This is an optimization exercise on Yosys and OpenROAD, whose aim is small area, a short achievable clock period and few clock cycles per item, not a production implementation. At most, simulation tests tie the RTL to the original design; equivalence was not proved.

the previous run:
// masked_sbox_pipe
module masked_sbox_pipe (
  input  logic        clk,
  input  logic        rst,
  input  logic        in_valid,
  output logic        in_ready,
  input  logic        in_encrypt,
  input  logic [31:0] in_a,
  input  logic [31:0] in_m,
  input  logic [31:0] in_n,
  input  logic        flush,
  output logic        out_valid,
  input  logic        out_ready,
  output logic [31:0] out_q,
  output logic [31:0] out_n,
  output logic        mask_err
);
  logic        v, err, e_q, ld, zero;
  logic [31:0] t_d, t_q, n_q;
  logic [3:0] ld_l;
  assign ld = ld_l[0];
  rdy_gate u_rdy (.v(v), .r(out_ready), .f(flush), .y(in_ready));
  always_comb begin
    zero = 1'b0;
    for (int i = 0; i < 4; i++)
      zero = zero | (in_m[8*i +: 8] == 8'h00) | (in_n[8*i +: 8] == 8'h00);
  end
  for (genvar i = 0; i < 4; i++) begin : g_lane
    ld_gate  u_ld  (.v(v), .r(out_ready), .y(ld_l[i]));
    sbox_in  u_in  (.a(in_a[8*i +: 8]), .m(in_m[8*i +: 8]), .e(in_encrypt), .t(t_d[8*i +: 8]));
    sbox_out u_out (.tq(t_q[8*i +: 8]), .eq(e_q), .n(n_q[8*i +: 8]), .y(out_q[8*i +: 8]));
  end
  assign out_valid = v;
  assign out_n     = n_q;
  assign mask_err  = err;
  always_ff @(posedge clk or posedge rst) begin
    if (rst) begin
      v   <= 1'b0;
      err <= 1'b0;
    end else if (flush) begin
      v   <= 1'b0;
      err <= 1'b0;
    end else begin
      if (ld) v <= in_valid;
  ...
Size in the first run: ~67 flip-flops, ~7600 µm² of cells after synthesis.
==> flow/config.mk <==
export PLATFORM = sky130hd
export DESIGN_NAME = masked_sbox_pipe
export DESIGN_NICKNAME = masked_sbox_pipe
export VERILOG_FILES = /design/flow/design.v
export SDC_FILE = /design/flow/constraint.sdc
export NUM_CORES = 4
export LEC_CHECK = 0
export ABC_CLOCK_PERIOD_IN_PS = 27000
export CAP_MARGIN = 20
export CORE_MARGIN = 2
export CORE_UTILIZATION = 40
export SLEW_MARGIN = 20
export SYNTH_HIERARCHICAL = 1
==> flow/constraint.sdc <==
create_clock -name core_clock -period 27.0 [get_ports {clk}]
set_input_delay 5.4000 -clock core_clock [delete_from_list [all_inputs] [get_ports {clk}]]
set_output_delay 5.4000 -clock core_clock [all_outputs]
set_load 0.01 [all_outputs]
standard.sh (not shown) runs the stock make flow with config.mk's settings and CLKGATE_MAP_FILE= SYNTH_SCRIPT=/design/flow/synth_recipe.tcl, a recipe that flattens the netlist after the stock synthesis.
==> flow/flow/run.sh <==
#!/bin/bash
set -euo pipefail
export BUFFER_PORTS_ARGS="-buffer_cell sky130_fd_sc_hd__buf_1"
export CTS_ARGS="-sink_clustering_enable -repair_clock_nets -dont_use_dummy_load -buf_list sky130_fd_sc_hd__clkbuf_8 -sink_clustering_size 30 -sink_clustering_max_diameter 300"
bash standard.sh > standard_flow.log 2>&1
What the current run does differently from the previous run at the input level:
==> flow/flow/run.sh <==
#!/bin/bash
set -euo pipefail
export BUFFER_PORTS_ARGS="-buffer_cell sky130_fd_sc_hd__buf_1"
export CTS_ARGS="-sink_clustering_enable -repair_clock_nets -dont_use_dummy_load -buf_list sky130_fd_sc_hd__clkbuf_8"
bash standard.sh > standard_flow.log 2>&1
Notes after the runs:
- [compare] base=the previous run new=the current run: clock slew at the register clock pins of the worst setup and hold paths about even; final antenna diode count barely changed.
- The tap cell count on the previous run is in line with that on the current run.
- As far as flip-flop and latch count goes, the current run and the previous run are indistinguishable; the numbers are identical.
- Re initial standard-cell utilization of the core: no difference whatsoever between the current run and the previous run.
- Re maximum frequency: no difference whatsoever between the previous run and the current run.
Function was not checked in any run of this note: the RTL went through the layout flow alone.

---

Setup of try-maple:
Another version of the RTL of masked_sbox_pipe (not shown whole).
Size in the first run: ~780 cells after synthesis, ~67 flip-flops, roughly 170 I/O pins, roughly 7600 µm² of cells after synthesis.
clock: 27.0 ns
lec_check: 0
abc_clock_period_in_ps: 4000
cap_margin: 20
core_margin: 2
core_utilization: 40
slew_margin: 20
synth_hierarchical: 1
==> flow/flow/run.sh <==
#!/bin/bash
set -euo pipefail
export BUFFER_PORTS_ARGS="-buffer_cell sky130_fd_sc_hd__buf_1"
export CTS_ARGS="-sink_clustering_enable -repair_clock_nets -dont_use_dummy_load -buf_list sky130_fd_sc_hd__clkbuf_8"
bash standard.sh > standard_flow.log 2>&1
Testbench counts of try-maple, summed over its fixed seeds: cycles 4,104, items 4,096.
[inputs] try-delta vs try-maple
Settings: ABC_CLOCK_PERIOD_IN_PS: 4000 -> 27000; CORE_UTILIZATION: 40 -> 60.
Notes after the runs:
- What try-delta reported for wire length the detailed router placed on met1 has to be multiplied by 1.09 to get the figure for try-maple.
- Going from try-maple to try-delta, the slew at the pin closest to its max-slew limit was found to have gone up by 0.051 ns.
- Changes observed in try-delta relative to try-maple: met2 demand-to-capacity share in global routing went up 18 points, top achievable clock speed held, met1 global-route usage went up 6.7 points.
- Compared try-maple against try-delta; wire length within noise.
- Design area in try-delta is 0.92% lower than in try-maple
- Looking at critical path launch point, the t_q[28] result is from try-delta; the t_q[15] one comes from try-maple.
Changes in try-onyx relative to try-delta:
Settings: CORE_UTILIZATION now 40, was 60.
Notes after the runs:
As far as count of clock-net buffers in the final layout goes, try-delta and try-onyx are indistinguishable; the numbers are identical.
try-onyx vs. try-delta: proportion of cell area spent on the clock network level; area growth from synthesis to layout moved up; hold slack moved up.
Number of vias after detailed routing, try-onyx vs try-delta: down slightly
try-onyx and try-delta ended up with nearly the same share of the clock period used by the worst path after layout.
Setup slack: try-onyx more than try-delta

==> separate check: timing with driven ports <==
The flow's constraints put no driver on any port. The routed layouts listed below were extracted and timed again, unchanged, in two steps.
Step 1, drivers: a clkbuf_16 drives clk and a buf_2 each remaining input, both assumed.
Step 2 moves the port delays by t, midway between the first and last clock arrival at a register: inputs arrive t later, outputs are due t later. That takes back most of the time a late clock gives input paths.
Three values: ideal ports, drivers, drivers and shift; two values: the first two.
| run | t, ns | setup slack, ns | slew at the worst register clock pin (ns) | worst data-port slew with drivers (ns) | pins driven straight from the clock port |
|---|---|---|---|---|---|
| the previous run | 0.384 | 15.129 / 15.090 / 15.474 | 0.08 / 0.08 | 0.05 | 1 |
| the current run | 0.384 | 15.129 / 15.090 / 15.474 | 0.08 / 0.08 | 0.05 | 1 |
| try-maple | 0.394 | 15.606 / 15.572 / 15.673 | 0.08 / 0.08 | 0.05 | 1 |
| try-delta | 0.381 | 15.591 / 15.555 / 15.698 | 0.07 / 0.07 | 0.05 | 1 |
| try-onyx | 0.394 | 15.606 / 15.572 / 15.673 | 0.08 / 0.08 | 0.05 | 1 |
After both steps every run listed still meets setup and hold.
